What follows belongs to an exercise in optimizing a design on an open flow for small area, a short achievable clock period and few clock cycles per item; a production flow would make more cautious choices. The RTL was checked by simulation tests, not by an equivalence proof against the original design.

Design paged_mono_framebuffer_draw, start of the top module:
module paged_mono_framebuffer_draw #(
   parameter int DISPLAY_WIDTH  = 128,
   parameter int DISPLAY_HEIGHT = 32
) (
   input  logic        clock,
   input  logic        reset,
   input  logic        req_tvalid,
   output logic        req_tready,
   input  logic [39:0] req_tdata,
   input  logic [2:0]  req_tuser,
   output logic        rsp_tvalid,
   input  logic        rsp_tready,
   output logic [15:0] rsp_tdata,
   input  logic        csr_wr_en,
   input  logic [1:0]  csr_wr_data
);
   localparam int QDEPTH = 4;                
   localparam int CAP    = QDEPTH + 1;       
   logic        ready_ff;
   logic [2:0]  outstanding_ff;              
   logic [1:0]  rot_ff;
   logic        accept, take;
   assign accept = req_tvalid && ready_ff;
   assign take   = rsp_tvalid && rsp_tready;
   always_ff @(posedge clock) begin
      if (reset) begin
         rot_ff         <= 2'd0;
         outstanding_ff <= '0;
         ready_ff       <= 1'b1;
      end else begin
         if (csr_wr_en) rot_ff <= csr_wr_data;
         outstanding_ff <= outstanding_ff + 3'(accept) - 3'(take);
         case ({accept, take})
            2'b10:   ready_ff <= (outstanding_ff < 3'(CAP - 1));
            2'b01:   ready_ff <= 1'b1;
            default: ready_ff <= (outstanding_ff < 3'(CAP));
         endcase
      end
   end
   assign req_tready = ready_ff;
   logic [7:0] p_s, p_t;
   logic [8:0] p_e;
   logic       p_row_run, p_rev_along, p_rev_across, p_is_draw, p_is_read, p_is_clear;
   logic       p_writes, p_mode_a, p_mode_b, p_read_ok;
   logic [1:0] p_read_page;
   pmfb_geom_pre u_pre (
      .command     (req_tuser),
      .pos_x       (req_tdata[7:0]),
      .pos_y       (req_tdata[15:8]),
      .line_length (req_tdata[23:16]),
      .draw_mode   (req_tdata[25:24]),
      .read_address(req_tdata[35:26]),
      .rotation    (rot_ff),
      .s           (p_s),
      .e           (p_e),
      .t           (p_t),
      .row_run     (p_row_run),
      .rev_along   (p_rev_along),
      .rev_across  (p_rev_across),
      .is_draw     (p_is_draw),
      .is_read     (p_is_read),
      .is_clear    (p_is_clear),
  ...
==> flow/config.mk <==
export PLATFORM = sky130hd
export DESIGN_NAME = paged_mono_framebuffer_draw
export DESIGN_NICKNAME = paged_mono_framebuffer_draw
export VERILOG_FILES = /design/flow/design.v
export SDC_FILE = /design/flow/constraint.sdc
export NUM_CORES = 4
export LEC_CHECK = 0
export CAP_MARGIN = 20
export CORE_MARGIN = 2
export CORE_UTILIZATION = 25
export PLACE_DENSITY = 0.45
export SLEW_MARGIN = 20
export SYNTH_MEMORY_MAX_BITS = 8192
==> flow/constraint.sdc <==
create_clock -name core_clock -period 10.0 [get_ports {clock}]
set_input_delay 2.0000 -clock core_clock [delete_from_list [all_inputs] [get_ports {clock}]]
set_output_delay 2.0000 -clock core_clock [all_outputs]
set_load 0.01 [all_outputs]
run.sh (not shown) runs the stock make flow with config.mk's settings and CLKGATE_MAP_FILE= SYNTH_SCRIPT=/design/flow/synth_recipe.tcl, a recipe that flattens the netlist after the stock synthesis.
Testbench counts at the start, summed over its fixed seeds: cycles 4,956, items 4,800.
Rerun with:
==> flow/flow/run.sh (new file) <==
#!/bin/bash
# Own layout flow: the standard flow (standard.sh) with its synthesis
# unchanged, then the layout with timing repair aimed at a shorter period
# than the 10 ns clock and the ports buffered with buf_4 cells instead of the
# default delay buffers. Each step's full output goes to its own log here.
set -uo pipefail
bash standard.sh synth > synth.log 2>&1 || exit 1
bash standard.sh SETUP_SLACK_MARGIN=6.3 TNS_END_PERCENT=100 \
   "BUFFER_PORTS_ARGS=-buffer_cell sky130_fd_sc_hd__buf_4" finish > layout.log 2>&1 || exit 1
==> flow/standard.sh (new file) <==
#!/bin/bash
# synth_recipe.tcl (not shown) runs the flow's synth.tcl, then flattens the netlist and writes it again
# the make line also repeats each setting of config.mk as NAME=value (left out here)
make -C /OpenROAD-flow-scripts/flow DESIGN_CONFIG=/design/flow/config.mk WORK_HOME=/design/flow/orfs CLKGATE_MAP_FILE= SYNTH_SCRIPT=/design/flow/synth_recipe.tcl "${@:-finish}"
removed: flow/run.sh
What happened:
- The new run produced a clean layout
- core utilization came out higher by 0.63 points
- worst setup slack improved by 1000 ps
- routed wire length came out higher by 3.7%
- area after synthesis is unchanged
- global-route usage came out higher by 0.61 points

[port drivers added, routing unchanged]
The results above use ideal ports. As a check the final layouts listed here were re-extracted and re-timed, cells and wires unchanged.
Step 1 (the two cells are an assumption about what drives the block):
set clk [get_ports {clock}]
set_driving_cell -lib_cell sky130_fd_sc_hd__clkbuf_16 $clk
set_driving_cell -lib_cell sky130_fd_sc_hd__buf_2 [delete_from_list [all_inputs] $clk]
Step 2 times the ports against the registers' clock, not the clock port: input delays grow and output delays shrink by t, the midpoint of the rising clock arrivals with the driver on.
Three values: ideal, step 1, step 2; two values: the first two.
run	shift t [ns]	setup WS [ns]	worst setup path at the end	worst data-port slew with drivers (ns)	cell pins on the clock port's net
the first run	1.232	4.571 / 4.571 / 4.538	input to register	0.06	1
the second run	1.258	5.607 / 5.607 / 5.530	input to register	0.04	1
After both steps every run listed still meets setup and hold. For the second run, which loses most, drivers alone change the setup slack by 0.000 ns; drivers and shift together by -0.077 ns.
